This design comes from an exercise in tuning for small area on the open sky130 flow, not from production work. In this exercise RTL edits were held to simulation tests only and were not proved equivalent to the original.

ember:
Design fs_dither_stream, start of the top module:
module fs_dither_stream #(
    parameter int PIX_W    = 8,
    parameter int OUT_W    = 1,
    parameter int H_PIXELS = 320,
    parameter int V_LINES  = 240,
    parameter int ERR_W    = PIX_W + 3
) (
    input  logic                                  clk_in,
    input  logic                                  rst_in,
    input  logic [PIX_W-1:0]                      pixel_in,
    input  logic [10:0]                           hcount_in,
    input  logic [9:0]                            vcount_in,
    input  logic                                  valid_in,
    input  logic [PIX_W-1:0]                      threshold_in,
    output logic [OUT_W-1:0]                      pixel_out,
    output logic [10:0]                           hcount_out,
    output logic [9:0]                            vcount_out,
    output logic [$clog2(H_PIXELS*V_LINES)-1:0]   addr_out,
    output logic                                  valid_out
);
Size in the first run: about 8,700 cells after synthesis, roughly 3,000 flip-flops, about 80 I/O pins.
export LEC_CHECK = 0
export CAP_MARGIN = 50
export CORE_MARGIN = 2
export CORE_UTILIZATION = 50
export SLEW_MARGIN = 50
export SYNTH_HIERARCHICAL = 1
create_clock -name core_clock -period 12.0 [get_ports {clk_in}]
standard.sh (not shown) runs the stock make flow with config.mk's settings and CLKGATE_MAP_FILE= SYNTH_SCRIPT=/design/flow/synth_recipe.tcl, a recipe that flattens the netlist after the stock synthesis.
==> flow/flow/run.sh <==
#!/bin/bash
# Layout flow: the standard ORFS flow (standard.sh), with two changes
# passed to ORFS through its own variables:
#  * clock tree synthesis without dummy loads, leaf clusters of at most
#    16 sinks within 60 um, built from clkbuf_8;
#  * input and output ports buffered with the smallest buffer, buf_1.
# Everything else, the clock period and the constraints included, is the
# standard flow's. Each tool's output goes to the ORFS logs under orfs/;
# the driver output goes to flow_run.log here.
set -o pipefail
cd "$(dirname "$0")/.."
export CTS_ARGS="-sink_clustering_enable -repair_clock_nets -dont_use_dummy_load -sink_clustering_size 16 -sink_clustering_max_diameter 60 -buf_list sky130_fd_sc_hd__clkbuf_8"
export BUFFER_PORTS_ARGS="-buffer_cell sky130_fd_sc_hd__buf_1"
bash standard.sh > flow_run.log 2>&1
ember: PASS, flow complete, no timing, DRC or antenna violations
Edits applied to the flow inputs when going from ember to raven:
--- a/flow/flow/run.sh
+++ b/flow/flow/run.sh
@@ -5 +5 @@
-#    16 sinks within 60 um, built from clkbuf_8;
+#    14 sinks within 60 um, built from clkbuf_8;
@@ -12 +12 @@
-export CTS_ARGS="-sink_clustering_enable -repair_clock_nets -dont_use_dummy_load -sink_clustering_size 16 -sink_clustering_max_diameter 60 -buf_list sky130_fd_sc_hd__clkbuf_8"
+export CTS_ARGS="-sink_clustering_enable -repair_clock_nets -dont_use_dummy_load -sink_clustering_size 14 -sink_clustering_max_diameter 60 -buf_list sky130_fd_sc_hd__clkbuf_8"
==> comparison <==
- Changes observed in raven relative to ember: number of fill cells in the layout was more or less identical, global-route usage over all layers neither gained nor lost much, number of antenna violations at the first check in global routing shows an increase of 7.
- Having completed the whole flow, ember delivered a layout that passed the timing, design-rule and antenna checks.
- raven ended with every stage complete and zero timing, DRC or antenna violations.
- On share of the clock period used by the worst path, ember and raven are neck and neck.
Input changes introduced in juniper (baseline for comparison: raven):
# raven
export LEC_CHECK = 0
export CAP_MARGIN = 50
export CORE_MARGIN = 2
export CORE_UTILIZATION = 50
export SLEW_MARGIN = 50
export SYNTH_HIERARCHICAL = 1
create_clock -name core_clock -period 12.0 [get_ports {clk_in}]
# juniper
export LEC_CHECK = 0
export CAP_MARGIN = 50
export CORE_MARGIN = 2
export CORE_UTILIZATION = 60
export SLEW_MARGIN = 50
export SYNTH_HIERARCHICAL = 1
create_clock -name core_clock -period 12.0 [get_ports {clk_in}]
--- a/flow/flow/run.sh
+++ b/flow/flow/run.sh
@@ -5 +5 @@
-#    14 sinks within 60 um, built from clkbuf_8;
+#    16 sinks within 60 um, built from clkbuf_8;
@@ -12 +12 @@
-export CTS_ARGS="-sink_clustering_enable -repair_clock_nets -dont_use_dummy_load -sink_clustering_size 14 -sink_clustering_max_diameter 60 -buf_list sky130_fd_sc_hd__clkbuf_8"
+export CTS_ARGS="-sink_clustering_enable -repair_clock_nets -dont_use_dummy_load -sink_clustering_size 16 -sink_clustering_max_diameter 60 -buf_list sky130_fd_sc_hd__clkbuf_8"
Findings:
- juniper | stages: all done | timing, DRC, antenna: all pass
- In the tables for juniper and raven, initial core utilization reads lower with raven.
- Relative to raven, number of cell rows has gone down in juniper.
- Against raven, juniper reports a largest net degree at the start of global routing that is higher.
What willow does differently from juniper at the input level:
# juniper
export LEC_CHECK = 0
export CAP_MARGIN = 50
export CORE_MARGIN = 2
export CORE_UTILIZATION = 60
export SLEW_MARGIN = 50
export SYNTH_HIERARCHICAL = 1
create_clock -name core_clock -period 12.0 [get_ports {clk_in}]
# willow
export LEC_CHECK = 0
export CAP_MARGIN = 50
export CORE_MARGIN = 2
export CORE_UTILIZATION = 50
export CTS_BUF_LIST = sky130_fd_sc_hd__clkbuf_8
export CTS_CLUSTER_DIAMETER = 60
export CTS_CLUSTER_SIZE = 14
export SLEW_MARGIN = 50
export SYNTH_HIERARCHICAL = 1
create_clock -name core_clock -period 12.0 [get_ports {clk_in}]
==> flow/run.sh (new file) <==
#!/bin/bash
# synth_recipe.tcl (not shown) runs the flow's synth.tcl, then flattens the netlist and writes it again
# the make line also repeats each setting of config.mk as NAME=value (left out here)
make -C /OpenROAD-flow-scripts/flow DESIGN_CONFIG=/design/flow/config.mk WORK_HOME=/design/flow/orfs CLKGATE_MAP_FILE= SYNTH_SCRIPT=/design/flow/synth_recipe.tcl finish
removed: flow/flow/run.sh
removed: flow/standard.sh
### Flow results
Status: worst hold slack across all endpoints parity (juniper, willow)
willow vs juniper, slack of the critical path went up by 0.082 ns.
The clock buffer and inverter area fraction after layout of willow is higher than that of juniper.
willow vs. juniper: wire length reported by the detailed router went up by 20,000 µm.
Number of vias in the routed layout delta (juniper -> willow): insignificant
Input changes introduced in amber (baseline for comparison: willow):
# willow
export LEC_CHECK = 0
export CAP_MARGIN = 50
export CORE_MARGIN = 2
export CORE_UTILIZATION = 50
export CTS_BUF_LIST = sky130_fd_sc_hd__clkbuf_8
export CTS_CLUSTER_DIAMETER = 60
export CTS_CLUSTER_SIZE = 14
export SLEW_MARGIN = 50
export SYNTH_HIERARCHICAL = 1
create_clock -name core_clock -period 12.0 [get_ports {clk_in}]
# amber
export LEC_CHECK = 0
export CAP_MARGIN = 50
export CORE_MARGIN = 2
export CORE_UTILIZATION = 50
export SLEW_MARGIN = 50
export SYNTH_HIERARCHICAL = 1
create_clock -name core_clock -period 12.0 [get_ports {clk_in}]
==> flow/flow/run.sh (new file) <==
#!/bin/bash
# Layout flow: the standard ORFS flow (standard.sh), with two changes
# passed to ORFS through its own variables:
#  * clock tree synthesis without dummy loads, leaf clusters of at most
#    15 sinks within 60 um, built from clkbuf_8;
#  * input and output ports buffered with the smallest buffer, buf_1.
# Everything else, the clock period and the constraints included, is the
# standard flow's. Each tool's output goes to the ORFS logs under orfs/;
# the driver output goes to flow_run.log here.
set -o pipefail
cd "$(dirname "$0")/.."
export CTS_ARGS="-sink_clustering_enable -repair_clock_nets -dont_use_dummy_load -sink_clustering_size 15 -sink_clustering_max_diameter 60 -buf_list sky130_fd_sc_hd__clkbuf_8"
export BUFFER_PORTS_ARGS="-buffer_cell sky130_fd_sc_hd__buf_1"
bash standard.sh > flow_run.log 2>&1
==> flow/standard.sh (new file) <==
#!/bin/bash
# synth_recipe.tcl (not shown) runs the flow's synth.tcl, then flattens the netlist and writes it again
# the make line also repeats each setting of config.mk as NAME=value (left out here)
make -C /OpenROAD-flow-scripts/flow DESIGN_CONFIG=/design/flow/config.mk WORK_HOME=/design/flow/orfs CLKGATE_MAP_FILE= SYNTH_SCRIPT=/design/flow/synth_recipe.tcl "${@:-finish}"
removed: flow/run.sh
### Flow results
- The sequential share of layout area number comes out higher for amber vs willow.
- The run showing the smaller maximum clock skew at final layout is willow.
- The multi-input logic area number comes out higher for amber vs willow.
- Summary of amber over willow: maximum clock rate went up 2.3 MHz; post-place setup slack shows an increase of 0.15 ns.
- In amber, the pin count of the biggest net entering global routing came out about 6% above the value in willow.
- Going from willow to amber, critical path buffer and inverter count grew by 1; first-pass GRT wire length closely matched the old numbers.
- In amber, the routed wire length came out 0.41% below the value in willow.
- The minimum clock period number comes out higher for willow vs amber.
- From willow to amber, setup TNS after final layout did not move at all.
- Of the two values seen for slowest library cell on the worst path, sky130_fd_sc_hd__edfxtp_1 was produced by amber and sky130_fd_sc_hd__xnor2_4 by willow.

==> static timing again, ports no longer ideal <==
Ports are ideal in the flow. The routed layouts listed here were re-timed in OpenROAD. Step 1, drivers: a clkbuf_16 drives clk_in and a buf_2 each remaining input, both assumed. Step 2 also shifts input and output timing later by t, the mid clock arrival at the registers, as if the neighbouring blocks saw the same clock. a / b / c = ideal ports / drivers / drivers and shift; a / b = the first two.
| run | t, ns | slack for setup (ns) | worst hold slack (ns) | worst setup path at the end | slew at the worst register clock pin (ns) |
|---|---|---|---|---|---|
| ember | 1.094 | 1.686 / 1.686 / 1.352 | 0.447 / 0.447 / 0.447 | input to register | 0.11 / 0.11 |
| raven | 1.118 | 1.683 / 1.683 / 1.313 | 0.445 / 0.445 / 0.445 | input to register | 0.10 / 0.10 |
| juniper | 1.096 | 1.355 / 1.355 / 1.311 | 0.449 / 0.449 / 0.449 | input to register | 0.11 / 0.11 |
| willow | 1.137 | 1.437 / 1.437 / 1.116 | 0.447 / 0.447 / 0.447 | input to register | 0.10 / 0.10 |
| amber | 1.120 | 1.686 / 1.686 / 1.217 | 0.446 / 0.446 / 0.446 | input to register | 0.10 / 0.10 |
After both steps every run listed still meets setup and hold. The setup slack of amber, which loses most, moves by 0.000 ns with the drivers and by -0.469 ns with both steps.
